This design comes from an exercise in tuning for small area, a short achievable clock period and few clock cycles per item on the open sky130 flow, not from production work.
Where RTL was checked, it was by simulation tests only, not by an equivalence proof against the original.
Function not checked in run 4: the RTL went through the layout flow alone.

## flow/design.v (module list and top-level ports; edited modules follow where they fit)
// module ptpd_axis: 203 lines
// module ptpd_ctrl: 117 lines
// module ptpd_pd_term: 633 lines
// module ptpd_conv1: 319 lines
// module ptpd_conv2: 148 lines
// module pan_tilt_pd_tracker: 116 lines
module pan_tilt_pd_tracker (
	input  logic                                    clk,
	input  logic                                    arst_n,
	input  logic                                    cfg_we,
	input  logic [ptpd_pkg::CFG_IDX_BITS-1:0]       cfg_index,
	input  logic [ptpd_pkg::CFG_DATA_BITS-1:0]      cfg_data,
	input  logic                                    in_valid,
	output logic                                    in_ready,
	input  logic signed [ptpd_pkg::ERROR_BITS-1:0]  pan_pixel_error,
	input  logic signed [ptpd_pkg::ERROR_BITS-1:0]  tilt_pixel_error,
	input  logic                                    target_seen,
	input  logic [ptpd_pkg::AGE_BITS-1:0]           link_age_ms,
	input  logic                                    stop_press,
	output logic                                    out_valid,
	input  logic                                    out_ready,
	output logic [ptpd_pkg::PULSE_BITS-1:0]         pan_pulse_us,
	output logic [ptpd_pkg::PULSE_BITS-1:0]         tilt_pulse_us,
	output logic                                    tracking_active,
	output logic                                    drive_enabled
);
  // ...
==> flow/flow/run.sh <==
#!/bin/bash
set -euo pipefail
MARGIN=6.6
sed -i '/SETUP_SLACK_MARGIN/d' config.mk
echo "export SETUP_SLACK_MARGIN = ${MARGIN}" >> config.mk
bash standard.sh synth > synth.log 2>&1
R=orfs/results/${FLOW_PLATFORM}/pan_tilt_pd_tracker/base
cp $R/1_2_yosys.v yosys_netlist_orig.v
python3 flow/fapol.py yosys_netlist_orig.v $R/1_2_yosys.v > fapol.log 2>&1
rm -f $R/1_synth.odb $R/1_synth.sdc
bash standard.sh > standard.log 2>&1
==> flow/flow/fapol.py <==
#!/usr/bin/env python3
"""Remove inverters around full adders in a Yosys netlist.

A full adder is self-dual: FA(~a, ~b, ~c) = (~cout, ~sum). Where an adder's
inputs mostly come through inverters, or its outputs mostly feed
inverters, the adder is turned to work on the other polarity, which drops
those inverters. Only combinational cells change; registers, ports and
every other cell are left as they are.

usage: fapol.py IN.v OUT.v
"""
import re
import sys
from collections import defaultdict

FA = "sky130_fd_sc_hd__fa_1"
INV_TYPES = re.compile(r"^sky130_fd_sc_hd__(inv|clkinv)_\d+$")
NEW_INV = "sky130_fd_sc_hd__inv_1"

src = open(sys.argv[1]).read()
m = re.search(r"^module\s.*?;\n", src, re.S | re.M)
head_end = m.end()
end = src.rindex("endmodule")
body = src[head_end:end]

cell_re = re.compile(r"^\s*(sky130_fd_sc_hd__\w+)\s+(\S+)\s*\((.*?)\);\s*$", re.S | re.M)
pin_re = re.compile(r"\.(\w+)\(\s*(.*?)\s*\)\s*(?:,|$)", re.S)

decls = []
cells = {}
order = []
pos = 0
other = []
for cm in cell_re.finditer(body):
    other.append(body[pos:cm.start()])
    pos = cm.end()
    typ, name, pins = cm.group(1), cm.group(2), cm.group(3)
    pm = {}
    for p, n in pin_re.findall(pins):
        pm[p] = " ".join(n.split())
    cells[name] = [typ, pm]
    order.append(name)
other.append(body[pos:])
rest = "".join(other)
# anything but cells (wire/input/output declarations, assigns) is kept as is
if re.search(r"\bassign\b", rest):
    ext_assign = set(" ".join(x.split()) for x in re.findall(r"[\\\w][^=;,{}]*", " ".join(re.findall(r"assign\s+(.*?);", rest, re.S))))
else:
    ext_assign = set()

OUTS = {"X", "Y", "Q", "Q_N", "SUM", "COUT", "HI", "LO"}


def is_out(typ, p):
    return p in OUTS


drv = {}
loads = defaultdict(set)
for name, (typ, pm) in cells.items():
    for p, n in pm.items():
        if is_out(typ, p):
            drv[n] = (name, p)
        else:
            loads[n].add((name, p))

# nets seen by the outside: ports and names in assigns
ports = set()
for d in re.findall(r"^\s*(?:input|output|inout)\s+(?:\[[^\]]*\]\s*)?(.*?);", src, re.M):
    ports.add(" ".join(d.split()))


def external(n):
    base = n.split(" [")[0].strip()
    return n in ports or base in ports or n in ext_assign or base in ext_assign or "'" in n


nid = [0]


def new_net():
    nid[0] += 1
    return f"_fapol{nid[0]}_"


new_wires = []


def is_inv(name):
    return name in cells and INV_TYPES.match(cells[name][0]) is not None


def inv_src(n):
    d = drv.get(n)
    if d and is_inv(d[0]):
        return cells[d[0]][1]["A"]
    return None


def inv_of(n):
    """An existing inverter output for net n, if any."""
    for (c, p) in loads.get(n, ()):
        if is_inv(c) and p == "A":
            return cells[c][1]["Y"]
    return None


def gain(fa):
    typ, pm = cells[fa]
    g = 0
    for p in ("A", "B", "CIN"):
        n = pm[p]
        s = inv_src(n)
        if s is not None:
            if len(loads[n]) == 1 and not external(n):
                g += 1
        elif inv_of(n) is None:
            g -= 1
    for p in ("COUT", "SUM"):
        n = pm[p]
        ls = loads.get(n, set())
        invs = [c for (c, q) in ls if is_inv(c)]
        others = [x for x in ls if not is_inv(x[0])]
        g += len(invs)
        if others or external(n):
            g -= 1
    return g


def set_pin(c, p, n):
    old = cells[c][1][p]
    loads[old].discard((c, p))
    cells[c][1][p] = n
    loads[n].add((c, p))


def remove_cell(c):
    typ, pm = cells.pop(c)
    for p, n in pm.items():
        if is_out(typ, p):
            drv.pop(n, None)
        else:
            loads[n].discard((c, p))


def add_inv(a, y):
    name = f"_fapolc{nid[0]}_"
    nid[0] += 1
    cells[name] = [NEW_INV, {"A": a, "Y": y}]
    order.append(name)
    drv[y] = (name, "Y")
    loads[a].add((name, "A"))


def flip(fa):
    typ, pm = cells[fa]
    for p in ("A", "B", "CIN"):
        n = pm[p]
        s = inv_src(n)
        if s is not None:
            set_pin(fa, p, s)
            if not loads[n] and not external(n):
                remove_cell(drv[n][0])
        else:
            z = inv_of(n)
            if z is None:
                z = new_net()
                new_wires.append(z)
                add_inv(n, z)
            set_pin(fa, p, z)
    for p in ("COUT", "SUM"):
        n = pm[p]
        nn = new_net()
        new_wires.append(nn)
        drv.pop(n, None)
        cells[fa][1][p] = nn
        drv[nn] = (fa, p)
        ls = list(loads.get(n, set()))
        for (c, q) in ls:
            if c in cells and is_inv(c):
                y = cells[c][1]["Y"]
                if external(y):
                    # keep the net name: drive it from a buffer-free rename is
                    # not possible, so leave this inverter as a double one
                    continue
                for (c2, q2) in list(loads.get(y, set())):
                    set_pin(c2, q2, nn)
                remove_cell(c)
        rest_loads = [x for x in loads.get(n, set())]
        if rest_loads or external(n):
            add_inv(nn, n)


changed = True
flips = 0
while changed:
    changed = False
    for fa in [c for c in order if c in cells and cells[c][0] == FA]:
        if gain(fa) > 0:
            flip(fa)
            flips += 1
            changed = True

out = [src[:head_end]]
out.append(rest.rstrip("\n") + "\n" if False else "")
# keep declarations, add new wires, then cells
decl_text = rest
out.append(decl_text.rstrip() + "\n")
for w in new_wires:
    out.append(f"  wire {w};\n")
for c in order:
    if c not in cells:
        continue
    typ, pm = cells[c]
    pins = ",\n".join(f"    .{p}({n} )" if n.startswith("\\") else f"    .{p}({n})" for p, n in pm.items())
    out.append(f"  {typ} {c} (\n{pins}\n  );\n")
out.append(src[end:])
open(sys.argv[2], "w").write("".join(out))
ninv = sum(1 for c in cells if is_inv(c))
sys.stderr.write(f"fapol: {flips} adders turned, {ninv} inverters left\n")
==> flow/standard.sh <==
#!/bin/bash
# synth_recipe.tcl (not shown) runs the flow's synth.tcl, then flattens the netlist and writes it again
# the make line also repeats each setting of config.mk as NAME=value (left out here)
make -C /OpenROAD-flow-scripts/flow DESIGN_CONFIG=/design/flow/config.mk WORK_HOME=/design/flow/orfs CLKGATE_MAP_FILE= SYNTH_SCRIPT=/design/flow/synth_recipe.tcl "${@:-finish}"
==> flow/config.mk <==
export PLATFORM = sky130hd
export DESIGN_NAME = pan_tilt_pd_tracker
export DESIGN_NICKNAME = pan_tilt_pd_tracker
export VERILOG_FILES = /design/flow/design.v
export SDC_FILE = /design/flow/constraint.sdc
export NUM_CORES = 4
export LEC_CHECK = 0
export CAP_MARGIN = 20
export CORE_MARGIN = 2
export CORE_UTILIZATION = 70
export CTS_BUF_LIST = sky130_fd_sc_hd__clkbuf_4 sky130_fd_sc_hd__clkbuf_8
export CTS_CLUSTER_SIZE = 30
export SLEW_MARGIN = 20
export SETUP_SLACK_MARGIN = 6.6
==> flow/constraint.sdc <==
create_clock -name core_clock -period 11.0 [get_ports {clk}]
set_input_delay 2.2000 -clock core_clock [delete_from_list [all_inputs] [get_ports {clk}]]
set_output_delay 2.2000 -clock core_clock [all_outputs]
set_load 0.01 [all_outputs]
==> notes.md, run 1 <==
critical path launch point type=flip-flop; largest stage delay on the critical path=0.57 ns; worst path cell trace=inv_2, ha_1, fa_1, fa_1, fa_1, ha_1, a211o_1, a2111oi_2, a21o_1, nand3_2, o2111ai_2, a21boi_2, or2_2; Die Span Y=278 um; Core Rows=100; critical path class=flip-flop to flip-flop; Period minus WS final=4.45 ns; Reg-to-Reg Start=u_tilt.angle_q[12]; clk sink count=roughly 540; Vias/cell=6.04; commonest non-fill, non-tap cell in the layout=inv_1; Setup Fix Bufs, Post-CTS=48; vias=around 35,000; bufs w/o clock=between 200 and 250; number of clock buffers in the layout=between 100 and 150; worst hold stages=0; outcome=complete, no violations; placed cell areas=53,900 um^2; met3 GRT Util=a little under 7%; worst-case reg-to-reg path depth=13; Critical R2R Capture=u_tilt.cv3_q; Root Buffer=clkbuf_8; Met2 Wirelength=about 56,000 um; hold_ws=0.422 ns
Testbench counts, summed over its fixed seeds: cycles 3,248, items 3,200.
==> module ptpd_axis, before the edit <==
module ptpd_axis #(
	parameter bit NEG = 1'b0
) (
	input  logic                                    clk,
	input  logic                                    arst_n,
	input  logic                                    acc,
	input  logic                                    en,
	input  logic                                    track_now,
	input  logic                                    halt_now,
	input  logic                                    upd,
	input  logic signed [ptpd_pkg::ERROR_BITS-1:0]  err,
	input  logic [ptpd_pkg::GAIN_BITS:0]            gain_pd,
	input  logic [ptpd_pkg::GAIN_BITS-1:0]          gain_d,
	input  logic [ptpd_pkg::DEG_BITS-1:0]           angle_floor,
	input  logic [ptpd_pkg::DEG_BITS-1:0]           angle_ceiling,
	output logic [ptpd_pkg::PULSE_BITS-1:0]         pulse
);
	localparam int EB = ptpd_pkg::ERROR_BITS;
	localparam int ND = EB / 2;
	localparam int AB = ptpd_pkg::ANGLE_BITS;
	localparam int FB = ptpd_pkg::FRAC_BITS;
	localparam int DB = ptpd_pkg::DEG_BITS;
	localparam int TB = ptpd_pkg::DELTA_BITS;
	function automatic logic [3*ND-1:0] booth(input logic [EB-1:0] x, input logic flip);
		logic [EB:0]   xx;
		logic [ND-1:0] neg, one, two;
		xx = {x, 1'b0};
		for (int k = 0; k < ND; k++) begin
			one[k] = xx[2*k+1] ^ xx[2*k];
			two[k] = (xx[2*k+2] & ~xx[2*k+1] & ~xx[2*k]) | (~xx[2*k+2] & xx[2*k+1] & xx[2*k]);
			neg[k] = flip ? (~xx[2*k+2] & (xx[2*k+1] | xx[2*k]))
				: (xx[2*k+2] & ~(xx[2*k+1] & xx[2*k]));
		end
		booth = {neg, one, two};
	endfunction
	logic [EB-1:0]   prev_raw_q;
	logic            prev_sat_q;
	logic            prev_trk_q;
	logic [ND-1:0]   e_neg_q, e_one_q, e_two_q;
	logic [ND-1:0]   p_neg_q, p_one_q, p_two_q;
	logic [TB-1:0]   x1_q;
	logic [TB-1:0]   y1_q;
	logic            c1_q;
	logic [AB-1:0]   angle_q;
	logic [3:0]      vl3_q;
	logic [8:0]      xv3_q, yv3_q;
	logic            cv3_q;
	logic [DB-1:0]   deg3_q;
	logic [11:0]     xp4_q, yp4_q;
	logic            cp4_q;
	logic            sat;
	logic [ND-1:0]   e_neg, e_one, e_two;
	logic [ND-1:0]   p_neg, p_one, p_two;
	logic [TB-1:0]   x_now;
	logic [TB-1:0]   y_now;
	logic            c_now;
	logic [3:0]      vl_now;
	logic [8:0]      xv_now, yv_now;
	logic            cv_now;
	logic [12:0]     v4;
	logic [11:0]     xp_now, yp_now;
	logic            cp_now;
	assign sat = NEG && (err == {1'b1, {(EB-1){1'b0}}});
	always_comb begin
		{e_neg, e_one, e_two} = booth(err, NEG);
		if (sat) begin
			e_neg[0] = 1'b1;
			e_one[0] = 1'b1;
		end
		{p_neg, p_one, p_two} = booth(prev_raw_q, !NEG);
		if (prev_sat_q) begin
			p_neg[0] = 1'b0;
			p_one[0] = 1'b1;
		end
		e_one = e_one & {ND{track_now}};
		e_two = e_two & {ND{track_now}};
		p_one = p_one & {ND{prev_trk_q && track_now}};
		p_two = p_two & {ND{prev_trk_q && track_now}};
	end
	always_ff @(posedge clk or negedge arst_n) begin
		if (!arst_n) begin
			prev_trk_q <= 1'b0;
		end else if (acc && !halt_now) begin
			prev_trk_q <= track_now;
		end
	end
	always_ff @(posedge clk) begin
		if (acc && !halt_now) begin
			prev_raw_q <= err;
			prev_sat_q <= sat;
		end
	end
	always_ff @(posedge clk) begin
		if (acc) begin
			e_neg_q <= e_neg;
			e_one_q <= e_one;
			e_two_q <= e_two;
			p_neg_q <= p_neg;
			p_one_q <= p_one;
			p_two_q <= p_two;
		end
	end
	ptpd_pd_term u_term (
		.e_neg (e_neg_q),
		.e_one (e_one_q),
		.e_two (e_two_q),
		.p_neg (p_neg_q),
		.p_one (p_one_q),
		.p_two (p_two_q),
		.gpd   (gain_pd),
		.gd    (gain_d),
		.xs    (x_now),
		.ys    (y_now),
		.c     (c_now)
	);
	always_ff @(posedge clk) begin
		if (en) begin
			x1_q <= x_now;
			y1_q <= y_now;
			c1_q <= c_now;
		end
	end
	localparam int SB = AB + 3;
	localparam logic [SB-1:0] NBIAS = -(SB'(1) << (TB - 1));
	logic [SB-1:0] a_ext;
	logic [SB-1:0] x_ext;
	logic [SB-1:0] y_ext;
	logic [SB-1:0] p2;
	logic [SB-1:0] q2;
	logic [SB-1:0] c_ext;
	logic [SB-1:0] nlo_ext;
	logic [SB-1:0] nhi_ext;
	logic [SB-1:0] s;
	logic [SB-1:0] s_lo;
	logic [SB-1:0] s_hi;
	logic          below;
	logic          above;
	logic [AB-1:0] a_new;
	assign a_ext   = SB'(angle_q);
	assign x_ext   = SB'(x1_q);
	assign y_ext   = SB'(y1_q);
	assign p2      = a_ext ^ x_ext ^ y_ext;
	assign q2      = ((a_ext & x_ext) | (a_ext & y_ext) | (x_ext & y_ext)) << 1;
	assign c_ext   = SB'(c1_q);
	assign nlo_ext = ~{3'b000, angle_floor, {FB{1'b0}}} + NBIAS + SB'(1);
	assign nhi_ext = ~{3'b000, angle_ceiling, {FB{1'b0}}} + NBIAS;
	assign s       = c_ext + p2 + q2 + NBIAS;
	assign s_lo    = nlo_ext + p2 + q2 + c_ext;
	assign s_hi    = nhi_ext + q2 + p2 + c_ext;
	assign below   = s_lo[SB-1];
	assign above   = !s_hi[SB-1];
	always_comb begin
		if (angle_floor > angle_ceiling) begin
			a_new = {angle_ceiling, {FB{1'b0}}};
		end else if (below) begin
			a_new = {angle_floor, {FB{1'b0}}};
		end else if (above) begin
			a_new = {angle_ceiling, {FB{1'b0}}};
		end else begin
			a_new = s[AB-1:0];
		end
	end
	always_ff @(posedge clk or negedge arst_n) begin
		if (!arst_n) begin
			angle_q <= {ptpd_pkg::RST_ANGLE_DEG, {FB{1'b0}}};
		end else if (upd) begin
			angle_q <= a_new;
		end
	end
	ptpd_conv1 u_conv1 (
		.dg (angle_q[AB-1:FB]),
		.fr (angle_q[FB-1:0]),
		.s  (vl_now),
		.xs (xv_now),
		.ys (yv_now),
		.c  (cv_now)
	);
	always_ff @(posedge clk) begin
		if (en) begin
			vl3_q  <= vl_now;
			xv3_q  <= xv_now;
			yv3_q  <= yv_now;
			cv3_q  <= cv_now;
			deg3_q <= angle_q[AB-1:FB];
		end
	end
	assign v4 = {xv3_q + yv3_q + 9'(cv3_q), vl3_q};
	ptpd_conv2 u_conv2 (
		.v  (v4),
		.dg (deg3_q),
		.xs (xp_now),
		.ys (yp_now),
		.c  (cp_now)
	);
	always_ff @(posedge clk) begin
		if (en) begin
			xp4_q <= xp_now;
			yp4_q <= yp_now;
			cp4_q <= cp_now;
		end
	end
	assign pulse = xp4_q + yp4_q + 12'(cp4_q);
endmodule
==> module ptpd_conv1, before the edit <==
module ptpd_conv1 (
	input  logic [7:0] dg,
	input  logic [15:0] fr,
	output logic [3:0] s,
	output logic [8:0] xs,
	output logic [8:0] ys,
	output logic c
);
	logic w0, w1, w2, w3, w4, w5, w6, w7, w8, w9, w10, w11, w12, w13, w14, w15, w16, w17, w18, w19, w20, w21, w22, w23, w24, w25, w26, w27, w28, w29, w30, w31, w32, w33, w34, w35, w36, w37, w38, w39, w40, w41, w42, w43, w44, w45, w46, w47, w48, w49, w50, w51, w52, w53, w54, w55, w56, w57, w58, w59, w60, w61, w62, w63, w64, w65, w66, w67, w68, w69, w70, w71, w72, w73, w74, w75, w76, w77, w78, w79, w80, w81, w82, w83, w84, w85, w86, w87, w88, w89, w90, w91, w92, w93, w94, w95, w96, w97, w98, w99, w100, w101, w102, w103, w104, w105, w106, w107, w108, w109, w110, w111, w112, w113, w114, w115, w116, w117, w118, w119, w120, w121, w122, w123, w124, w125, w126, w127, w128, w129, w130, w131, w132, w133, w134, w135, w136, w137, w138, w139, w140, w141, w142, w143, w144, w145, w146, w147, w148, w149, w150, w151, w152, w153, w154, w155, w156, w157, w158, w159, w160, w161, w162, w163, w164, w165, w166, w167, w168, w169, w170, w171, w172, w173, w174, w175, w176, w177, w178, w179, w180, w181, w182, w183, w184, w185, w186, w187, w188, w189, w190, w191, w192, w193, w194, w195, w196, w197, w198, w199, w200, w201, w202, w203, w204, w205, w206, w207, w208, w209, w210, w211, w212, w213, w214, w215, w216, w217, w218, w219, w220, w221, w222, w223, w224, w225, w226, w227, w228, w229, w230, w231, w232, w233, w234, w235, w236, w237, w238, w239, w240, w241, w242, w243, w244, w245, w246, w247, w248, w249, w250, w251, w252, w253, w254, w255, w256, w257, w258, w259, w260, w261, w262, w263, w264, w265, w266, w267, w268, w269, w270, w271, w272, w273, w274, w275, w276, w277, w278, w279, w280, w281, w282, w283, w284, w285, w286, w287, w288, w289, w290, w291, w292, w293, w294, w295, w296, w297, w298, w299;
	logic [31:0] tx, ty;
	logic [23:0] tl;
	assign w0 = ~dg[0];
	assign w1 = ~dg[1];
	assign w2 = ~dg[2];
	assign w3 = ~dg[3];
	assign w4 = ~dg[4];
	assign w5 = ~dg[5];
	assign w6 = ~dg[6];
	assign w7 = ~dg[7];
	assign w8 = ~dg[0];
	assign w9 = ~dg[1];
	assign w10 = ~dg[2];
	assign w11 = ~dg[3];
	assign w12 = ~dg[4];
	assign w13 = ~dg[5];
	assign w14 = ~dg[6];
	assign w15 = ~dg[7];
	assign w16 = ~fr[0];
	assign w17 = ~fr[1];
	assign w18 = ~fr[2];
	assign w19 = ~fr[3];
	assign w20 = ~fr[4];
	assign w21 = ~fr[5];
	assign w22 = ~fr[6];
	assign w23 = ~fr[7];
	assign w24 = ~fr[8];
	assign w25 = ~fr[9];
	assign w26 = ~fr[10];
	assign w27 = ~fr[11];
	assign w28 = ~fr[12];
	assign w29 = ~fr[13];
	assign w30 = ~fr[14];
	assign w31 = ~fr[15];
	assign w32 = ~fr[0];
	assign w33 = ~fr[1];
	assign w34 = ~fr[2];
	assign w35 = ~fr[3];
	assign w36 = ~fr[4];
	assign w37 = ~fr[5];
	assign w38 = ~fr[6];
	assign w39 = ~fr[7];
	assign w40 = ~fr[8];
	assign w41 = ~fr[9];
	assign w42 = ~fr[10];
	assign w43 = ~fr[11];
	assign w44 = ~fr[12];
	assign w45 = ~fr[13];
	assign w46 = ~fr[14];
	assign w47 = ~fr[15];
	assign w48 = ~fr[0];
	assign w49 = ~fr[1];
	assign w50 = ~fr[2];
	assign w51 = ~fr[3];
	assign w52 = ~fr[4];
	assign w53 = ~fr[5];
	assign w54 = ~fr[6];
	assign w55 = ~fr[7];
	assign w56 = ~fr[8];
	assign w57 = ~fr[9];
	assign w58 = ~fr[10];
	assign w59 = ~fr[11];
	assign w60 = ~fr[12];
	assign w61 = ~fr[13];
	assign w62 = ~fr[14];
	assign w63 = ~fr[15];
	assign w64 = ~fr[0];
	assign w65 = ~fr[1];
	assign w66 = ~fr[2];
	assign w67 = ~fr[3];
	assign w68 = ~fr[4];
	assign w69 = ~fr[5];
	assign w70 = ~fr[6];
	assign w71 = ~fr[7];
	assign w72 = ~fr[8];
	assign w73 = ~fr[9];
	assign w74 = ~fr[10];
	assign w75 = ~fr[11];
	assign w76 = ~fr[12];
	assign w77 = ~fr[13];
	assign w78 = ~fr[14];
	assign w79 = ~fr[15];
	assign w80 = ~fr[0];
	assign w81 = ~fr[1];
	assign w82 = ~fr[2];
	assign w83 = ~fr[3];
	assign w84 = ~fr[4];
	assign w85 = ~fr[5];
	assign w86 = ~fr[6];
	assign w87 = ~fr[7];
	assign w88 = ~fr[8];
	assign w89 = ~fr[9];
	assign w90 = ~fr[10];
	assign w91 = ~fr[11];
	assign w92 = ~fr[12];
	assign w93 = ~fr[13];
	assign w94 = ~fr[14];
	assign w95 = ~fr[15];
	assign w96 = w28 ^ fr[9];
	assign w97 = w28 & fr[9];
	assign w98 = w29 ^ fr[10];
	assign w99 = w29 & fr[10];
	assign w100 = w30 ^ fr[11] ^ w41;
	assign w101 = (w30 & fr[11]) | (w30 & w41) | (fr[11] & w41);
	assign w102 = w31 ^ fr[12] ^ w42;
	assign w103 = (w31 & fr[12]) | (w31 & w42) | (fr[12] & w42);
	assign w104 = w0 ^ fr[13] ^ w43;
	assign w105 = (w0 & fr[13]) | (w0 & w43) | (fr[13] & w43);
	assign w106 = w1 ^ fr[14] ^ w44;
	assign w107 = (w1 & fr[14]) | (w1 & w44) | (fr[14] & w44);
	assign w108 = w2 ^ fr[15] ^ w45;
	assign w109 = (w2 & fr[15]) | (w2 & w45) | (fr[15] & w45);
	assign w110 = w3 ^ w46;
	assign w111 = w3 & w46;
	assign w112 = w4 ^ w8 ^ w47;
	assign w113 = (w4 & w8) | (w4 & w47) | (w8 & w47);
	assign w114 = w61 ^ w74;
	assign w115 = w61 & w74;
	assign w116 = w5 ^ w9 ^ w62;
	assign w117 = (w5 & w9) | (w5 & w62) | (w9 & w62);
	assign w118 = w75 ^ w89;
	assign w119 = w75 & w89;
	assign w120 = w6 ^ w10 ^ w63;
	assign w121 = (w6 & w10) | (w6 & w63) | (w10 & w63);
	assign w122 = w76 ^ w90;
	assign w123 = w76 & w90;
	assign w124 = w7 ^ w11 ^ dg[0];
	assign w125 = (w7 & w11) | (w7 & dg[0]) | (w11 & dg[0]);
	assign w126 = w23 ^ fr[4];
	assign w127 = w23 & fr[4];
	assign w128 = w24 ^ fr[5];
	assign w129 = w24 & fr[5];
	assign w130 = w25 ^ fr[6];
	assign w131 = w25 & fr[6];
	assign w132 = w26 ^ fr[7] ^ w37;
	assign w133 = (w26 & fr[7]) | (w26 & w37) | (fr[7] & w37);
	assign w134 = w51 ^ w64;
	assign w135 = w51 & w64;
	assign w136 = w27 ^ fr[8] ^ w38;
	assign w137 = (w27 & fr[8]) | (w27 & w38) | (fr[8] & w38);
	assign w138 = w52 ^ w65;
	assign w139 = w52 & w65;
	assign w140 = w96 ^ w39 ^ w53;
	assign w141 = (w96 & w39) | (w96 & w53) | (w39 & w53);
	assign w142 = w66 ^ w80 ^ 1'b1;
	assign w143 = (w66 & w80) | (w66 & 1'b1) | (w80 & 1'b1);
	assign w144 = w97 ^ w98 ^ w40;
	assign w145 = (w97 & w98) | (w97 & w40) | (w98 & w40);
	assign w146 = w54 ^ w67 ^ w81;
	assign w147 = (w54 & w67) | (w54 & w81) | (w67 & w81);
	assign w148 = w99 ^ w100 ^ w55;
	assign w149 = (w99 & w100) | (w99 & w55) | (w100 & w55);
	assign w150 = w68 ^ w82 ^ fr[0];
	assign w151 = (w68 & w82) | (w68 & fr[0]) | (w82 & fr[0]);
	assign w152 = w101 ^ w102 ^ w56;
	assign w153 = (w101 & w102) | (w101 & w56) | (w102 & w56);
	assign w154 = w69 ^ w83 ^ fr[1];
	assign w155 = (w69 & w83) | (w69 & fr[1]) | (w83 & fr[1]);
	assign w156 = w103 ^ w104 ^ w57;
	assign w157 = (w103 & w104) | (w103 & w57) | (w104 & w57);
	assign w158 = w70 ^ w84 ^ fr[2];
	assign w159 = (w70 & w84) | (w70 & fr[2]) | (w84 & fr[2]);
	assign w160 = w105 ^ w106 ^ w58;
	assign w161 = (w105 & w106) | (w105 & w58) | (w106 & w58);
	assign w162 = w71 ^ w85 ^ fr[3];
	assign w163 = (w71 & w85) | (w71 & fr[3]) | (w85 & fr[3]);
	assign w164 = w107 ^ w108 ^ w59;
	assign w165 = (w107 & w108) | (w107 & w59) | (w108 & w59);
	assign w166 = w72 ^ w86 ^ fr[4];
	assign w167 = (w72 & w86) | (w72 & fr[4]) | (w86 & fr[4]);
	assign w168 = w109 ^ w110 ^ w60;
	assign w169 = (w109 & w110) | (w109 & w60) | (w110 & w60);
	assign w170 = w73 ^ w87 ^ fr[5];
	assign w171 = (w73 & w87) | (w73 & fr[5]) | (w87 & fr[5]);
	assign w172 = w111 ^ w112 ^ w114;
	assign w173 = (w111 & w112) | (w111 & w114) | (w112 & w114);
	assign w174 = w88 ^ fr[6] ^ 1'b1;
	assign w175 = (w88 & fr[6]) | (w88 & 1'b1) | (fr[6] & 1'b1);
	assign w176 = w113 ^ w115 ^ w116;
	assign w177 = (w113 & w115) | (w113 & w116) | (w115 & w116);
	assign w178 = w118 ^ fr[7] ^ 1'b1;
	assign w179 = (w118 & fr[7]) | (w118 & 1'b1) | (fr[7] & 1'b1);
	assign w180 = w117 ^ w119 ^ w120;
	assign w181 = (w117 & w119) | (w117 & w120) | (w119 & w120);
	assign w182 = w122 ^ fr[8] ^ 1'b1;
	assign w183 = (w122 & fr[8]) | (w122 & 1'b1) | (fr[8] & 1'b1);
	assign w184 = w121 ^ w123 ^ w124;
	assign w185 = (w121 & w123) | (w121 & w124) | (w123 & w124);
	assign w186 = w77 ^ w91 ^ fr[9];
	assign w187 = (w77 & w91) | (w77 & fr[9]) | (w91 & fr[9]);
	assign w188 = w125 ^ w12 ^ dg[1];
	assign w189 = (w125 & w12) | (w125 & dg[1]) | (w12 & dg[1]);
	assign w190 = w78 ^ w92 ^ fr[10];
	assign w191 = (w78 & w92) | (w78 & fr[10]) | (w92 & fr[10]);
	assign w192 = w13 ^ dg[2] ^ w79;
	assign w193 = (w13 & dg[2]) | (w13 & w79) | (dg[2] & w79);
	assign w194 = w93 ^ fr[11] ^ 1'b1;
	assign w195 = (w93 & fr[11]) | (w93 & 1'b1) | (fr[11] & 1'b1);
	assign w196 = w14 ^ dg[3] ^ w94;
	assign w197 = (w14 & dg[3]) | (w14 & w94) | (dg[3] & w94);
	assign w198 = w15 ^ dg[4] ^ w95;
	assign w199 = (w15 & dg[4]) | (w15 & w95) | (dg[4] & w95);
	assign w200 = w21 ^ fr[2];
	assign w201 = w21 & fr[2];
	assign w202 = w22 ^ fr[3];
	assign w203 = w22 & fr[3];
	assign w204 = w126 ^ w34 ^ w48;
	assign w205 = (w126 & w34) | (w126 & w48) | (w34 & w48);
	assign w206 = w127 ^ w128 ^ w35;
	assign w207 = (w127 & w128) | (w127 & w35) | (w128 & w35);
	assign w208 = w129 ^ w130 ^ w36;
	assign w209 = (w129 & w130) | (w129 & w36) | (w130 & w36);
	assign w210 = w131 ^ w132 ^ w134;
	assign w211 = (w131 & w132) | (w131 & w134) | (w132 & w134);
	assign w212 = w133 ^ w135 ^ w136;
	assign w213 = (w133 & w135) | (w133 & w136) | (w135 & w136);
	assign w214 = w137 ^ w139 ^ w140;
	assign w215 = (w137 & w139) | (w137 & w140) | (w139 & w140);
	assign w216 = w141 ^ w143 ^ w144;
	assign w217 = (w141 & w143) | (w141 & w144) | (w143 & w144);
	assign w218 = w145 ^ w147 ^ w148;
	assign w219 = (w145 & w147) | (w145 & w148) | (w147 & w148);
	assign w220 = w149 ^ w151 ^ w152;
	assign w221 = (w149 & w151) | (w149 & w152) | (w151 & w152);
	assign w222 = w153 ^ w155 ^ w156;
	assign w223 = (w153 & w155) | (w153 & w156) | (w155 & w156);
	assign w224 = w157 ^ w159 ^ w160;
	assign w225 = (w157 & w159) | (w157 & w160) | (w159 & w160);
	assign w226 = w161 ^ w163 ^ w164;
	assign w227 = (w161 & w163) | (w161 & w164) | (w163 & w164);
	assign w228 = w165 ^ w167 ^ w168;
	assign w229 = (w165 & w167) | (w165 & w168) | (w167 & w168);
	assign w230 = w169 ^ w171 ^ w172;
	assign w231 = (w169 & w171) | (w169 & w172) | (w171 & w172);
	assign w232 = w173 ^ w175 ^ w176;
	assign w233 = (w173 & w175) | (w173 & w176) | (w175 & w176);
	assign w234 = w177 ^ w179 ^ w180;
	assign w235 = (w177 & w179) | (w177 & w180) | (w179 & w180);
	assign w236 = w181 ^ w183 ^ w184;
	assign w237 = (w181 & w183) | (w181 & w184) | (w183 & w184);
	assign w238 = w185 ^ w187 ^ w188;
	assign w239 = (w185 & w187) | (w185 & w188) | (w187 & w188);
	assign w240 = w189 ^ w191 ^ w192;
	assign w241 = (w189 & w191) | (w189 & w192) | (w191 & w192);
	assign w242 = w193 ^ w195 ^ w196;
	assign w243 = (w193 & w195) | (w193 & w196) | (w195 & w196);
	assign w244 = w197 ^ w198 ^ fr[13];
	assign w245 = (w197 & w198) | (w197 & fr[13]) | (w198 & fr[13]);
	assign w246 = w199 ^ dg[5] ^ fr[14];
	assign w247 = (w199 & dg[5]) | (w199 & fr[14]) | (dg[5] & fr[14]);
	assign w248 = w200 ^ w32;
	assign w249 = w200 & w32;
	assign w250 = w201 ^ w202 ^ w33;
	assign w251 = (w201 & w202) | (w201 & w33) | (w202 & w33);
	assign w252 = w203 ^ w204 ^ 1'b1;
	assign w253 = (w203 & w204) | (w203 & 1'b1) | (w204 & 1'b1);
	assign w254 = w205 ^ w206 ^ w49;
	assign w255 = (w205 & w206) | (w205 & w49) | (w206 & w49);
	assign w256 = w207 ^ w208 ^ w50;
	assign w257 = (w207 & w208) | (w207 & w50) | (w208 & w50);
	assign w258 = w209 ^ w210 ^ 1'b1;
	assign w259 = (w209 & w210) | (w209 & 1'b1) | (w210 & 1'b1);
	assign w260 = w211 ^ w212 ^ w138;
	assign w261 = (w211 & w212) | (w211 & w138) | (w212 & w138);
	assign w262 = w213 ^ w214 ^ w142;
	assign w263 = (w213 & w214) | (w213 & w142) | (w214 & w142);
	assign w264 = w215 ^ w216 ^ w146;
	assign w265 = (w215 & w216) | (w215 & w146) | (w216 & w146);
	assign w266 = w217 ^ w218 ^ w150;
	assign w267 = (w217 & w218) | (w217 & w150) | (w218 & w150);
	assign w268 = w219 ^ w220 ^ w154;
	assign w269 = (w219 & w220) | (w219 & w154) | (w220 & w154);
	assign w270 = w221 ^ w222 ^ w158;
	assign w271 = (w221 & w222) | (w221 & w158) | (w222 & w158);
	assign w272 = w223 ^ w224 ^ w162;
	assign w273 = (w223 & w224) | (w223 & w162) | (w224 & w162);
	assign w274 = w225 ^ w226 ^ w166;
	assign w275 = (w225 & w226) | (w225 & w166) | (w226 & w166);
	assign w276 = w227 ^ w228 ^ w170;
	assign w277 = (w227 & w228) | (w227 & w170) | (w228 & w170);
	assign w278 = w229 ^ w230 ^ w174;
	assign w279 = (w229 & w230) | (w229 & w174) | (w230 & w174);
	assign w280 = w231 ^ w232 ^ w178;
	assign w281 = (w231 & w232) | (w231 & w178) | (w232 & w178);
	assign w282 = w233 ^ w234 ^ w182;
	assign w283 = (w233 & w234) | (w233 & w182) | (w234 & w182);
	assign w284 = w235 ^ w236 ^ w186;
	assign w285 = (w235 & w236) | (w235 & w186) | (w236 & w186);
	assign w286 = w237 ^ w238 ^ w190;
	assign w287 = (w237 & w238) | (w237 & w190) | (w238 & w190);
	assign w288 = w239 ^ w240 ^ w194;
	assign w289 = (w239 & w240) | (w239 & w194) | (w240 & w194);
	assign w290 = w241 ^ w242 ^ fr[12];
	assign w291 = (w241 & w242) | (w241 & fr[12]) | (w242 & fr[12]);
	assign w292 = w243 ^ w244 ^ 1'b1;
	assign w293 = (w243 & w244) | (w243 & 1'b1) | (w244 & 1'b1);
	assign w294 = w245 ^ w246 ^ 1'b1;
	assign w295 = (w245 & w246) | (w245 & 1'b1) | (w246 & 1'b1);
	assign w296 = w247 ^ dg[6] ^ fr[15];
	assign w297 = (w247 & dg[6]) | (w247 & fr[15]) | (dg[6] & fr[15]);
	assign w298 = dg[7] ^ 1'b1;
	assign w299 = dg[7] & 1'b1;
	assign tx = {w299, w297, w295, w293, w291, w289, w287, w285, w283, w281, w279, w277, w275, w273, w271, w269, w267, w265, w263, w261, w259, w257, w255, w253, w251, w249, w248, w20, w19, w18, w17, w16};
	assign ty = {1'b1, w298, w296, w294, w292, w290, w288, w286, w284, w282, w280, w278, w276, w274, w272, w270, w268, w266, w264, w262, w260, w258, w256, w254, w252, w250, 1'b1, fr[1], fr[0], 1'b0, 1'b0, 1'b1};
	assign tl = {1'b0, tx[22:0]} + {1'b0, ty[22:0]};
	assign s  = tl[22:19];
	assign c  = tl[23];
	assign xs = tx[31:23];
	assign ys = ty[31:23];
endmodule
==> run 2, diff against run 1 <==
--- a/flow/design.v
+++ b/flow/design.v
@@ -64,6 +64,5 @@
 	logic            c1_q;
 	logic [AB-1:0]   angle_q;
-	logic [3:0]      vl3_q;
-	logic [8:0]      xv3_q, yv3_q;
+	logic [12:0]     xv3_q, yv3_q;
 	logic            cv3_q;
 	logic [DB-1:0]   deg3_q;
@@ -76,6 +75,5 @@
 	logic [TB-1:0]   y_now;
 	logic            c_now;
-	logic [3:0]      vl_now;
-	logic [8:0]      xv_now, yv_now;
+	logic [12:0]     xv_now, yv_now;
 	logic            cv_now;
 	logic [12:0]     v4;
@@ -192,5 +190,4 @@
 		.dg (angle_q[AB-1:FB]),
 		.fr (angle_q[FB-1:0]),
-		.s  (vl_now),
 		.xs (xv_now),
 		.ys (yv_now),
@@ -199,5 +196,4 @@
 	always_ff @(posedge clk) begin
 		if (en) begin
-			vl3_q  <= vl_now;
 			xv3_q  <= xv_now;
 			yv3_q  <= yv_now;
@@ -206,5 +202,5 @@
 		end
 	end
-	assign v4 = {xv3_q + yv3_q + 9'(cv3_q), vl3_q};
+	assign v4 = xv3_q + yv3_q + 13'(cv3_q);
 	ptpd_conv2 u_conv2 (
 		.v  (v4),
@@ -976,12 +972,11 @@
 	input  logic [7:0] dg,
 	input  logic [15:0] fr,
-	output logic [3:0] s,
-	output logic [8:0] xs,
-	output logic [8:0] ys,
+	output logic [12:0] xs,
+	output logic [12:0] ys,
 	output logic c
 );
 	logic w0, w1, w2, w3, w4, w5, w6, w7, w8, w9, w10, w11, w12, w13, w14, w15, w16, w17, w18, w19, w20, w21, w22, w23, w24, w25, w26, w27, w28, w29, w30, w31, w32, w33, w34, w35, w36, w37, w38, w39, w40, w41, w42, w43, w44, w45, w46, w47, w48, w49, w50, w51, w52, w53, w54, w55, w56, w57, w58, w59, w60, w61, w62, w63, w64, w65, w66, w67, w68, w69, w70, w71, w72, w73, w74, w75, w76, w77, w78, w79, w80, w81, w82, w83, w84, w85, w86, w87, w88, w89, w90, w91, w92, w93, w94, w95, w96, w97, w98, w99, w100, w101, w102, w103, w104, w105, w106, w107, w108, w109, w110, w111, w112, w113, w114, w115, w116, w117, w118, w119, w120, w121, w122, w123, w124, w125, w126, w127, w128, w129, w130, w131, w132, w133, w134, w135, w136, w137, w138, w139, w140, w141, w142, w143, w144, w145, w146, w147, w148, w149, w150, w151, w152, w153, w154, w155, w156, w157, w158, w159, w160, w161, w162, w163, w164, w165, w166, w167, w168, w169, w170, w171, w172, w173, w174, w175, w176, w177, w178, w179, w180, w181, w182, w183, w184, w185, w186, w187, w188, w189, w190, w191, w192, w193, w194, w195, w196, w197, w198, w199, w200, w201, w202, w203, w204, w205, w206, w207, w208, w209, w210, w211, w212, w213, w214, w215, w216, w217, w218, w219, w220, w221, w222, w223, w224, w225, w226, w227, w228, w229, w230, w231, w232, w233, w234, w235, w236, w237, w238, w239, w240, w241, w242, w243, w244, w245, w246, w247, w248, w249, w250, w251, w252, w253, w254, w255, w256, w257, w258, w259, w260, w261, w262, w263, w264, w265, w266, w267, w268, w269, w270, w271, w272, w273, w274, w275, w276, w277, w278, w279, w280, w281, w282, w283, w284, w285, w286, w287, w288, w289, w290, w291, w292, w293, w294, w295, w296, w297, w298, w299;
 	logic [31:0] tx, ty;
-	logic [23:0] tl;
+	logic [19:0] tl;
 	assign w0 = ~dg[0];
 	assign w1 = ~dg[1];
@@ -1286,9 +1281,8 @@
 	assign tx = {w299, w297, w295, w293, w291, w289, w287, w285, w283, w281, w279, w277, w275, w273, w271, w269, w267, w265, w263, w261, w259, w257, w255, w253, w251, w249, w248, w20, w19, w18, w17, w16};
 	assign ty = {1'b1, w298, w296, w294, w292, w290, w288, w286, w284, w282, w280, w278, w276, w274, w272, w270, w268, w266, w264, w262, w260, w258, w256, w254, w252, w250, 1'b1, fr[1], fr[0], 1'b0, 1'b0, 1'b1};
-	assign tl = {1'b0, tx[22:0]} + {1'b0, ty[22:0]};
-	assign s  = tl[22:19];
-	assign c  = tl[23];
-	assign xs = tx[31:23];
-	assign ys = ty[31:23];
+	assign tl = {1'b0, tx[18:0]} + {1'b0, ty[18:0]};
+	assign c  = tl[19];
+	assign xs = tx[31:19];
+	assign ys = ty[31:19];
 endmodule
 module ptpd_conv2 (
--- a/flow/flow/fapol.py
+++ b/flow/flow/fapol.py
@@ -202,4 +202,48 @@
             changed = True
 
+# half adders with an output nobody reads become a single gate; a carry
+# read only through inverters becomes a nand
+HA = "sky130_fd_sc_hd__ha_1"
+trims = 0
+for c in [x for x in order if x in cells and cells[x][0] == HA]:
+    pm = cells[c][1]
+    s_n, c_n = pm["SUM"], pm["COUT"]
+    s_used = bool(loads.get(s_n)) or external(s_n)
+    c_used = bool(loads.get(c_n)) or external(c_n)
+    a, b = pm["A"], pm["B"]
+    if not s_used:
+        ls = list(loads.get(c_n, set()))
+        if c_used and not external(c_n) and all(is_inv(x) for (x, q) in ls):
+            ys = [cells[x][1]["Y"] for (x, q) in ls]
+            if any(external(y) for y in ys[1:]):
+                continue
+            remove_cell(c)
+            y0 = ys[0]
+            for (x, q) in ls:
+                y = cells[x][1]["Y"]
+                remove_cell(x)
+                if y != y0:
+                    for (c2, q2) in list(loads.get(y, set())):
+                        set_pin(c2, q2, y0)
+            cells[c] = ["sky130_fd_sc_hd__nand2_1", {"A": a, "B": b, "Y": y0}]
+            loads[a].add((c, "A"))
+            loads[b].add((c, "B"))
+            drv[y0] = (c, "Y")
+            trims += 1
+        elif c_used:
+            remove_cell(c)
+            cells[c] = ["sky130_fd_sc_hd__and2_0", {"A": a, "B": b, "X": c_n}]
+            loads[a].add((c, "A"))
+            loads[b].add((c, "B"))
+            drv[c_n] = (c, "X")
+            trims += 1
+    elif not c_used:
+        remove_cell(c)
+        cells[c] = ["sky130_fd_sc_hd__xor2_1", {"A": a, "B": b, "X": s_n}]
+        loads[a].add((c, "A"))
+        loads[b].add((c, "B"))
+        drv[s_n] = (c, "X")
+        trims += 1
+
 out = [src[:head_end]]
 out.append(rest.rstrip("\n") + "\n" if False else "")
@@ -218,3 +262,3 @@
 open(sys.argv[2], "w").write("".join(out))
 ninv = sum(1 for c in cells if is_inv(c))
-sys.stderr.write(f"fapol: {flips} adders turned, {ninv} inverters left\n")
+sys.stderr.write(f"fapol: {flips} adders turned, {trims} half adders trimmed, {ninv} inverters left\n")
==> run 2 against run 1 <==
Wire length increased by 1.3%. Register-to-register slack got worse by 0.20 ns. Global-route usage increased by 0.55 points. Still clean. Area after synthesis about the same. Critical path depth increased by 7. Critical endpoint is now u_tilt.cp4_q. First-iteration DRC count increased by 6.5%. Non-clock buffer count decreased by 12.
==> notes.md, run 2 <==
outcome=complete, no violations; vias in the first global route=37,100; Slew @ Worst Pin=1.11 ns; largest registers=u_ctrl.out_q: 26 flops, u_ctrl.sk_q: 26 flops; Final Hold Vio Count=0; largest stage delay on the critical path=0.45 ns (-0.12 ns); met3 GRT Util=6.86% (unchanged); Slowest-stage cell, CP=fa_2; DRC=0; grt ovf=0; share of cells above drive strength 1=a little under an eighth; final number of setup-violating endpoints=0; first-pass GRT wire length=between 150,000 and 200,000 um; CTS tree=done; post-DR wirelength/cell=21.2 um; Worst Path Arrival=just over 5 ns; total wire length=between 100,000 and 150,000 um; most frequent cells in the layout=fa_1 (615), inv_1 (610), ha_1 (457); DRT Pass-1 Iters=7; syn nets=just under 6,000; HPWL Detailed=92,600 um; critical path class=flip-flop to flip-flop; clk_skew=approximately 0.046 ns; synth warn=4; Core Rows=100 (unchanged); most used cell, CP=fa_2; RSZ-0062 raised after global routing=true; reg-to-reg slack, setup=around 6.4 ns; Vias/cell=6.14 (+1.6%); Initial Utilization=a little over two thirds; worst min path class=flip-flop to flip-flop; Initial DRC Count=2,934; largest net degree at the start of global routing=130; delay-heaviest family, CP=adder cells; vias=35,700 (+1.8%); Post-Syn Area=roughly 52,000 um^2; final period utilization=between 40% and 50%; relative slew slack=25.8%; number of max-cap violations=0; Period minus WS final=4.65 ns (+0.196 ns); initial antenna violation count=1; die area=just under 80,000 um^2; hold_ws=0.430 ns (+0.00768 ns); max-slew violations=0; I/O Pins=94; Max Clk Rate=215 MHz; port buffer count=between 90 and 100; clk buf depth=3; commonest non-fill, non-tap cell in the layout=fa_1; H-tree depth=3; worst path cell trace=fa_2, fa_2, inv_2, nor2b_1, o21ai_1, a21oi_2, o211ai_1, buf_4, nand2_2, a21oi_4, xnor2_4, inv_2, maj3_2, fa_2, ha_2, a21o_1, a211o_1, a311o_1, o21ai_1, a21oi_1; grt met2 use=52.4%; Num CTS Buffers=between 90 and 100; Filler Cells Inserted=approximately 5,000; Synth Area per Inst=around 11 um^2; Nets=5,912; post-route ant nets=0; global-route met1 utilization=between 40 and 50%; GP Congestion=between 0.9 and 1; Global Route Usage Sum=between 30% and 40%; DIE WIDTH=between 200 and 300 um; area added between synthesis and finish=8.92%; Crit path buffers/inverters=3; clk sink count=549 (+1.5%); Root Buffer=clkbuf_8; critical path peak fanout=7; Synth Instances=approximately 4,700; critical path endpoint category=flip-flop; total core area=roughly 74,000 um^2; critical path launch point type=flip-flop; Setup TNS Final=0 ns; Die Span Y=278 um (about the same); Skew-Pair Late Insertion Delay=~0.74 ns; clock transition at the registers of the reported paths=0.06 ns; Most Crowded Layer GR=met2; CP Data Required Time=roughly 11 ns
## run 2: cell count changes in the layout (fill, tap and decap cells not counted), sizes merged, moves of 11 or more
cell	delta
ha	-66
inv	-51
nand2	+48
a21o	-21
and2	+21
nor3	+15
nand3	+14
buf	-13
clkbuf	+12
o21ai	+12
nor2b	+11
## run 2: worst reg2reg max path, delay by kind of cell (launching register included)
kind            cells  cell delay, ns
xor+xnor            1            0.22
flops               1            0.40
buf+inv             3            0.31
simple gates        2            0.10
fa+ha+maj           5            1.78
compound gates      9            1.59
## run 2: final cells by class
class	instances	area, um^2	share of cell area [%]
timing repair buffer	203	1830	3.20
multi-input combinational	3285	34200	59.8
tap	969	1210	2.12
clock buffer	146	1750	3.06
clock inverter	30	420	0.735
sequential	549	15400	26.9
inverter	631	2390	4.19
antenna	1	2.50	0.00438
## run 2: path summary, 6_finish.rpt
path / to / from / depth (start not counted)
max in group asynchronous: gain_pd_pan_q[6] / arst_n / 2
min in group asynchronous: timeout_q[13] / arst_n / 1
min reg2reg: u_ctrl.hlt4_q / u_ctrl.hlt3_q / 0
max: u_tilt.cp4_q / u_tilt.xv3_q[0] / 20
min: u_ctrl.hlt4_q / u_ctrl.hlt3_q / 0
max reg2reg: u_tilt.cp4_q / u_tilt.xv3_q[0] / 20
## run 2: repair_timing
item | in CTS | in global routing
pin swaps | 40 | 38
resized for setup | 39 | 41
hold buffers | 0 | 0
gates cloned | 1 | 0
buffers inserted | 58 | 32
endpoints found under the setup margin | 67 | 62
## run 2: metrics by stage
stage	cell area, um^2	setup WS, ns	utilization (%)	instances
final	57200	6.35	76.9	5814
after global routing	57200	6.18	76.9	5814
after CTS	56700	6.42	76.3	5781
after detailed placement	53900	5.60	72.6	5546
after global placement	53900	5.65	72.6	5546
after floorplan	52600	6.60	-	4716
## run 2: metal layers
layer / share of wire [%] / routed length [um]
met1: 42 / 51500
met4: 2.5 / 3040
met2: 47 / 58100
met5: 0 / 0
met3: 8.4 / 10400
Testbench counts of run 2, summed over its fixed seeds: cycles 3,248, items 3,200.
==> run 3, diff against run 2 <==
--- a/flow/flow/run.sh
+++ b/flow/flow/run.sh
@@ -1,5 +1,5 @@
 #!/bin/bash
 set -euo pipefail
-MARGIN=6.6
+MARGIN=7.0
 sed -i '/SETUP_SLACK_MARGIN/d' config.mk
 echo "export SETUP_SLACK_MARGIN = ${MARGIN}" >> config.mk
--- a/flow/config.mk
+++ b/flow/config.mk
@@ -12,3 +12,3 @@
 export CTS_CLUSTER_SIZE = 30
 export SLEW_MARGIN = 20
-export SETUP_SLACK_MARGIN = 6.6
+export SETUP_SLACK_MARGIN = 7.0
==> run 3 against run 2 <==
Largest cell class unchanged. Via count is 4.8% higher. Die area unchanged. Synthesized cell count stayed put. Area after synthesis did not move. Non-clock buffer count is 189 higher. Count of clock-buffer cells in the layout rose by 2. Hold slack worse by 0.012 ns.
==> notes.md, run 3 <==
clock transition at the registers of the reported paths=0.06 ns (about the same); grt ovf=0 (unchanged); final number of setup-violating endpoints=0 (unchanged); post-route ant nets=0 (unchanged); hold_ws=0.418 ns (-0.0122 ns); DRC=0 (unchanged); Post-Syn Area=52,500 um^2 (unchanged); most frequent cells in the layout=inv_1 (597), fa_1 (569), ha_1 (442); Hold Buf Count CTS=0 (unchanged); Slew @ Worst Pin=1.08 ns (-0.0332 ns); die area=77,200 um^2 (unchanged); Setup TNS Final=0 ns (unchanged); Skew-Pair Late Insertion Delay=0.76 ns (+0.02 ns); Worst Path Arrival=5.07 ns (-0.05 ns); RSZ-0062 raised after global routing=true; Vias/cell=6.22 (+1.4%); HPWL Detailed=92,900 um (+0.24%); Synth Area per Inst=11.1 um^2 (unchanged); critical path endpoint category=flip-flop; clk buf depth=3 (unchanged); clk sink count=549 (unchanged); share of cells above drive strength 1=20.0% (+8.3 points); GP Congestion=0.945 (+2.9%); first-pass GRT wire length=205,000 um (+3.7%); Final Hold Vio Count=0 (unchanged); critical path peak fanout=7 (unchanged); vias=37,400 (+4.8%); CP Data Required Time=11.47 ns (about the same); total wire length=133,000 um (+8.3%); final period utilization=41.8% (-0.40 points); Period minus WS final=4.60 ns (-0.0444 ns); synth warn=4 (unchanged); relative slew slack=27.8% (+2.0 points); port buffer count=93 (unchanged); initial antenna violation count=1 (unchanged); post-DR wirelength/cell=22.2 um (+4.8%); H-tree depth=3 (unchanged); worst min path class=flip-flop to flip-flop; Nets=6,104 (+3.2%); Initial DRC Count=3,568 (+22%); Max Clk Rate=217 MHz (+0.96%); total core area=74,300 um^2 (unchanged); Synth Instances=4,716 (unchanged); Core Rows=100 (unchanged); DIE WIDTH=278 um (unchanged); syn nets=5,864 (unchanged); Root Buffer=clkbuf_8; area added between synthesis and finish=15.1%; CTS tree=done; Num CTS Buffers=96 (+2.1%); DRT Pass-1 Iters=7 (unchanged); max-slew violations=0 (unchanged); number of max-cap violations=0 (unchanged); critical path class=flip-flop to flip-flop; largest net degree at the start of global routing=138 (+6.2%); commonest non-fill, non-tap cell in the layout=inv_1; outcome=complete, no violations; Initial Utilization=70.6% (unchanged); critical path launch point type=flip-flop; Die Span Y=278 um (unchanged); clk_skew=0.0829 ns (+0.0371 ns); Global Route Usage Sum=33.8% (+1.3 points); vias in the first global route=38,200 (+3.0%); I/O Pins=94 (unchanged); largest registers=u_ctrl.out_q: 26 flops, u_ctrl.sk_q: 26 flops
==> run 3: routing by layer <==
| metal | vias to the layer above | routed length, um | share of wire, % | global-route usage [%] |
|---|---|---|---|---|
| li1 | 16600 | - | - | - |
| met1 | 18500 | 54400 | 41 | 46.8 |
| met2 | 1835 | 62500 | 47 | 54.1 |
| met3 | 392 | 11800 | 8.9 | 6.65 |
| met4 | 0 | 4520 | 3.4 | 11.3 |
| met5 | - | 0 | 0 | 0 |
==> run 3: area by class of cell <==
| class | instances | area [um^2] |
|---|---|---|
| Multi-Input combinational cell | 3286 | 35300 |
| Sequential cell | 549 | 15500 |
| Fill cell | 4481 | 13900 |
| Timing Repair Buffer | 392 | 3840 |
| Inverter | 631 | 2450 |
| Clock buffer | 148 | 1810 |
| Tap cell | 969 | 1210 |
| Clock inverter | 33 | 392 |
| Antenna cell | 2 | 5.00 |
==> run 3: path summary, 6_finish.rpt <==
path	from	end	slack (ns)	cells past startpoint
min in group asynchronous	arst_n	gain_pd_tilt_q[1]	1.43	1
worst max-delay path	u_tilt.xv3_q[0]	u_tilt.cp4_q	6.40	18
worst min register to register	u_ctrl.trk1_q	u_ctrl.trk2_q	0.42	0
worst min-delay path	u_ctrl.trk1_q	u_ctrl.trk2_q	0.42	0
worst max register to register	u_tilt.xv3_q[0]	u_tilt.cp4_q	6.40	18
max in group asynchronous	arst_n	gain_pd_pan_q[9]	8.20	2
==> run 3: metrics by stage <==
stage | std cells | setup WS [ns] | area [um^2] | util [%]
3_3_place_gp | 5549 | 6.10 | 54200 | 73.0
2_1_floorplan | 4716 | 6.76 | 53000 | -
3_5_place_dp | 5549 | 6.07 | 54200 | 73.0
4_1_cts | 5876 | 6.42 | 58300 | 78.4
6_report | 6010 | 6.40 | 60400 | 81.3
5_1_grt | 6009 | 6.22 | 60400 | 81.3
==> run 3: what timing repair did <==
action,4_1_cts,5_1_grt
pin swaps,66,141
gates resized for setup,138,204
setup buffers,145,125
gates cloned,1,5
setup endpoints to repair,150,135
==> run 3: critical path, cell delays in order (launching register included) <==
cell,delay (ns)
edfxtp_1,0.40
fa_2,0.42
fa_2,0.36
inv_2,0.07
nor2b_2,0.04
o21ai_2,0.16
a21oi_2,0.09
o211ai_1,0.29
nand2_1,0.15
a21oi_4,0.23
xnor2_4,0.22
xnor3_1,0.50
fa_2,0.38
ha_2,0.18
a21o_1,0.17
a211o_1,0.27
a311o_1,0.26
o21ai_1,0.08
a21oi_1,0.06
==> run 4, diff against run 3 <==
--- a/flow/design.v
+++ b/flow/design.v
@@ -64,6 +64,5 @@
 	logic            c1_q;
 	logic [AB-1:0]   angle_q;
-	logic [12:0]     xv3_q, yv3_q;
-	logic            cv3_q;
+	logic [12:0]     v3_q;
 	logic [DB-1:0]   deg3_q;
 	logic [11:0]     xp4_q, yp4_q;
@@ -75,7 +74,5 @@
 	logic [TB-1:0]   y_now;
 	logic            c_now;
-	logic [12:0]     xv_now, yv_now;
-	logic            cv_now;
-	logic [12:0]     v4;
+	logic [12:0]     v_now;
 	logic [11:0]     xp_now, yp_now;
 	logic            cp_now;
@@ -190,19 +187,14 @@
 		.dg (angle_q[AB-1:FB]),
 		.fr (angle_q[FB-1:0]),
-		.xs (xv_now),
-		.ys (yv_now),
-		.c  (cv_now)
+		.v  (v_now)
 	);
 	always_ff @(posedge clk) begin
 		if (en) begin
-			xv3_q  <= xv_now;
-			yv3_q  <= yv_now;
-			cv3_q  <= cv_now;
+			v3_q   <= v_now;
 			deg3_q <= angle_q[AB-1:FB];
 		end
 	end
-	assign v4 = xv3_q + yv3_q + 13'(cv3_q);
 	ptpd_conv2 u_conv2 (
-		.v  (v4),
+		.v  (v3_q),
 		.dg (deg3_q),
 		.xs (xp_now),
@@ -972,11 +964,8 @@
 	input  logic [7:0] dg,
 	input  logic [15:0] fr,
-	output logic [12:0] xs,
-	output logic [12:0] ys,
-	output logic c
+	output logic [12:0] v
 );
 	logic w0, w1, w2, w3, w4, w5, w6, w7, w8, w9, w10, w11, w12, w13, w14, w15, w16, w17, w18, w19, w20, w21, w22, w23, w24, w25, w26, w27, w28, w29, w30, w31, w32, w33, w34, w35, w36, w37, w38, w39, w40, w41, w42, w43, w44, w45, w46, w47, w48, w49, w50, w51, w52, w53, w54, w55, w56, w57, w58, w59, w60, w61, w62, w63, w64, w65, w66, w67, w68, w69, w70, w71, w72, w73, w74, w75, w76, w77, w78, w79, w80, w81, w82, w83, w84, w85, w86, w87, w88, w89, w90, w91, w92, w93, w94, w95, w96, w97, w98, w99, w100, w101, w102, w103, w104, w105, w106, w107, w108, w109, w110, w111, w112, w113, w114, w115, w116, w117, w118, w119, w120, w121, w122, w123, w124, w125, w126, w127, w128, w129, w130, w131, w132, w133, w134, w135, w136, w137, w138, w139, w140, w141, w142, w143, w144, w145, w146, w147, w148, w149, w150, w151, w152, w153, w154, w155, w156, w157, w158, w159, w160, w161, w162, w163, w164, w165, w166, w167, w168, w169, w170, w171, w172, w173, w174, w175, w176, w177, w178, w179, w180, w181, w182, w183, w184, w185, w186, w187, w188, w189, w190, w191, w192, w193, w194, w195, w196, w197, w198, w199, w200, w201, w202, w203, w204, w205, w206, w207, w208, w209, w210, w211, w212, w213, w214, w215, w216, w217, w218, w219, w220, w221, w222, w223, w224, w225, w226, w227, w228, w229, w230, w231, w232, w233, w234, w235, w236, w237, w238, w239, w240, w241, w242, w243, w244, w245, w246, w247, w248, w249, w250, w251, w252, w253, w254, w255, w256, w257, w258, w259, w260, w261, w262, w263, w264, w265, w266, w267, w268, w269, w270, w271, w272, w273, w274, w275, w276, w277, w278, w279, w280, w281, w282, w283, w284, w285, w286, w287, w288, w289, w290, w291, w292, w293, w294, w295, w296, w297, w298, w299;
-	logic [31:0] tx, ty;
-	logic [19:0] tl;
+	logic [31:0] tx, ty, ts;
 	assign w0 = ~dg[0];
 	assign w1 = ~dg[1];
@@ -1281,8 +1270,6 @@
 	assign tx = {w299, w297, w295, w293, w291, w289, w287, w285, w283, w281, w279, w277, w275, w273, w271, w269, w267, w265, w263, w261, w259, w257, w255, w253, w251, w249, w248, w20, w19, w18, w17, w16};
 	assign ty = {1'b1, w298, w296, w294, w292, w290, w288, w286, w284, w282, w280, w278, w276, w274, w272, w270, w268, w266, w264, w262, w260, w258, w256, w254, w252, w250, 1'b1, fr[1], fr[0], 1'b0, 1'b0, 1'b1};
-	assign tl = {1'b0, tx[18:0]} + {1'b0, ty[18:0]};
-	assign c  = tl[19];
-	assign xs = tx[31:19];
-	assign ys = ty[31:19];
+	assign ts = tx + ty;
+	assign v = ts[31:19];
 endmodule
 module ptpd_conv2 (
--- a/flow/flow/run.sh
+++ b/flow/flow/run.sh
@@ -1,5 +1,5 @@
 #!/bin/bash
 set -euo pipefail
-MARGIN=7.0
+MARGIN=6.6
 sed -i '/SETUP_SLACK_MARGIN/d' config.mk
 echo "export SETUP_SLACK_MARGIN = ${MARGIN}" >> config.mk
--- a/flow/config.mk
+++ b/flow/config.mk
@@ -12,3 +12,3 @@
 export CTS_CLUSTER_SIZE = 30
 export SLEW_MARGIN = 20
-export SETUP_SLACK_MARGIN = 7.0
+export SETUP_SLACK_MARGIN = 6.6
==> run 4 against run 3 <==
Sequential cell count down 24. Wire length down 4.5%. Critical path depth is 1 lower. Sequential share of layout area up 0.17 points. Via count shrank 4.7%. Critical path type unchanged. Global-route usage increased by 0.13 points. Synthesized cell count fell by 1.7%. Critical endpoint is now u_tilt.v3_q[12]. Clock skew is 0.022 ns lower. First-iteration DRC count fell by 17%. Still clean. Hold slack better by 0.00054 ns.
==> notes.md, run 4 <==
Most Crowded Layer GR=met2; Synth Instances=4,635 (-1.7%); largest stage delay on the critical path=0.55 ns (+0.05 ns); critical path peak fanout=4 (-3); post-route ant nets=0 (unchanged); Synth Area per Inst=11.0 um^2 (-0.76%); synth warn=4 (unchanged); DIE WIDTH=274 um (-1.2%); commonest non-fill, non-tap cell in the layout=fa_1; Max Clk Rate=203 MHz (-6.8%); Die Span Y=274 um (-1.2%); clk sink count=525 (-4.4%); worst path cell trace=clkinv_4, fa_1, fa_1, fa_1, inv_1, fa_1, ha_4, a21o_1, a21o_2, a21oi_4, a31o_4, a31oi_4, a41o_1, a41o_1, o41a_1, and4_4, nor3_2; final number of setup-violating endpoints=0 (unchanged); largest registers=u_ctrl.out_q: 26 flops, u_ctrl.sk_q: 26 flops; HPWL Detailed=92,200 um (-0.74%); Post-Route Utilization=78.5% (-2.8 points); Skew-Pair Late Insertion Delay=0.73 ns (-0.03 ns); H-tree depth=3 (unchanged); clk buf depth=3 (unchanged); Post-Syn Area=51,200 um^2 (-2.5%); max-slew violations=0 (unchanged); Filler Cells Inserted=4,638 (+3.5%); clock transition at the registers of the reported paths=0.06 ns (about the same); port buffer count=93 (unchanged); Period minus WS final=4.94 ns (+0.335 ns); first-pass GRT wire length=198,000 um (-3.2%); most frequent cells in the layout=fa_1 (621), inv_1 (580), ha_1 (447); total wire length=127,000 um (-4.5%); met3 GRT Util=7.72% (+1.1 points); grt met2 use=53.0% (-1.1 points); Initial Utilization=70.4% (-0.22 points); initial antenna violation count=4 (+3); DRC=0 (unchanged); Global Route Usage Sum=34.0% (+0.13 points); reg-to-reg slack, setup=6.06 ns (-0.33 ns); most used cell, CP=fa_1; Root Buffer=clkbuf_8; DRT Pass-1 Iters=6 (-1); relative slew slack=23.2% (-4.6 points); Slew @ Worst Pin=1.15 ns (+0.0723 ns); Nets=5,937 (-2.7%); Core Rows=99 (-1.0%); number of max-cap violations=0 (unchanged); I/O Pins=94 (unchanged); global-route met1 utilization=47.6% (+0.72 points); Hold Buf Count CTS=0 (unchanged); Slowest-stage cell, CP=fa_1; Worst Path Arrival=5.47 ns (+0.40 ns); critical path class=flip-flop to flip-flop; RSZ-0062 raised after global routing=true; worst min path class=flip-flop to flip-flop; Initial DRC Count=2,947 (-17%); vias in the first global route=36,400 (-4.7%); final period utilization=44.9% (+3.0 points); Vias/cell=6.12 (-1.6%); clk_skew=0.0610 ns (-0.0218 ns); Final Hold Vio Count=0 (unchanged); total core area=72,700 um^2 (-2.2%); syn nets=5,791 (-1.2%); share of cells above drive strength 1=14.3% (-5.8 points); outcome=complete, no violations; CTS tree=done; post-DR wirelength/cell=21.9 um (-1.3%); vias=35,600 (-4.7%); area added between synthesis and finish=11.5%; Setup TNS Final=0 ns (unchanged); die area=75,300 um^2 (-2.4%); critical path endpoint category=flip-flop; Num CTS Buffers=89 (-7.3%); largest net degree at the start of global routing=114 (-17%); CP Data Required Time=11.53 ns (+0.06 ns); critical path launch point type=flip-flop; GP Congestion=0.934 (-1.1%); grt ovf=0 (unchanged)
==> run 4: area by class of cell <==
cell class                      instances  area [um^2]  area share, %
Timing Repair Buffer                  297         2830           4.95
Tap cell                              959         1200           2.10
Sequential cell                       525        14700           25.7
Clock buffer                          139         1680           2.93
Inverter                              610         2340           4.10
Clock inverter                         27          278          0.487
Antenna cell                            2         5.00        0.00877
Multi-Input combinational cell       3258        34100           59.7
==> run 4: metrics by stage <==
stage / cells / area, um^2 / hold slack (ns) / worst slack (ns)
finish: 5817 / 57100 / 0.418 / 6.06
global route: 5816 / 57100 / 0.440 / 5.94
CTS: 5728 / 55800 / 0.420 / 6.07
detailed placement: 5462 / 52600 / 0.405 / 5.63
global placement: 5462 / 52600 / 0.405 / 5.66
floorplan: 4635 / 51300 / 0.400 / 6.17
==> run 4: final timing paths <==
check | endpoint | from | cells past startpoint
hold / removal | u_ctrl.trk4_q | u_ctrl.trk3_q | 0
setup reg to reg | u_tilt.v3_q[12] | u_tilt.angle_q[13] | 17
max in group asynchronous | u_pan.angle_q[11] | arst_n | 2
min in group asynchronous | gain_p_tilt_q[0] | arst_n | 1
setup / recovery | u_tilt.v3_q[12] | u_tilt.angle_q[13] | 17
hold reg to reg | u_ctrl.trk4_q | u_ctrl.trk3_q | 0
==> run 4: per-layer routing <==
layer	share of wire [%]	routed length, um	up-vias
met5	0	0	-
met4	2.9	3630	0
met3	8.9	11400	286
met2	47	59200	1671
met1	42	53100	17600
li1	-	-	16100
==> run 4: what timing repair did <==
action / CTS / global route
gates cloned: 2 / 3
pin swaps: 50 / 71
endpoints found under the setup margin: 137 / 68
gates resized for setup: 89 / 95
setup buffers: 98 / 83
==> run 4: worst max-delay path, delay by kind of cell (launching register included) <==
family	cells	cell delay, ns
flip-flops	1	0.41
buffers and inverters	2	0.14
AND/OR/NAND/NOR	2	0.38
adder cells (fa/ha/maj)	5	2.22
AO/OA/AOI/OAI	8	1.64

## afterwards: timing with drivers on the ports
The results above use ideal ports. As a check the final layouts listed here were re-extracted and re-timed, cells and wires unchanged. Step 1, drivers: a clkbuf_16 drives clk and a buf_2 each remaining input, both assumed. Step 2, shift: input delay + t, output delay - t, t = (earliest + latest rising clock arrival at the registers) / 2. This alone moves slack from input paths to output paths. Three values: ideal ports, drivers, drivers and shift; two values: the first two.
| run | t (ns) | setup slack, ns | slew at the worst register clock pin (ns) | cell pins on the clock port's net |
|---|---|---|---|---|
| run 1 | 0.770 | 6.550 / 6.550 / 6.006 | 0.08 / 0.08 | 1 |
| run 2 | 0.787 | 6.353 / 6.353 / 5.976 | 0.08 / 0.08 | 1 |
| run 3 | 0.785 | 6.398 / 6.398 / 6.223 | 0.08 / 0.08 | 1 |
| run 4 | 0.768 | 6.063 / 6.063 / 5.941 | 0.08 / 0.08 | 1 |
After both steps setup and hold are still met in every run listed. The setup slack of run 1, which loses most, moves by 0.000 ns with the drivers and by -0.544 ns with both steps.
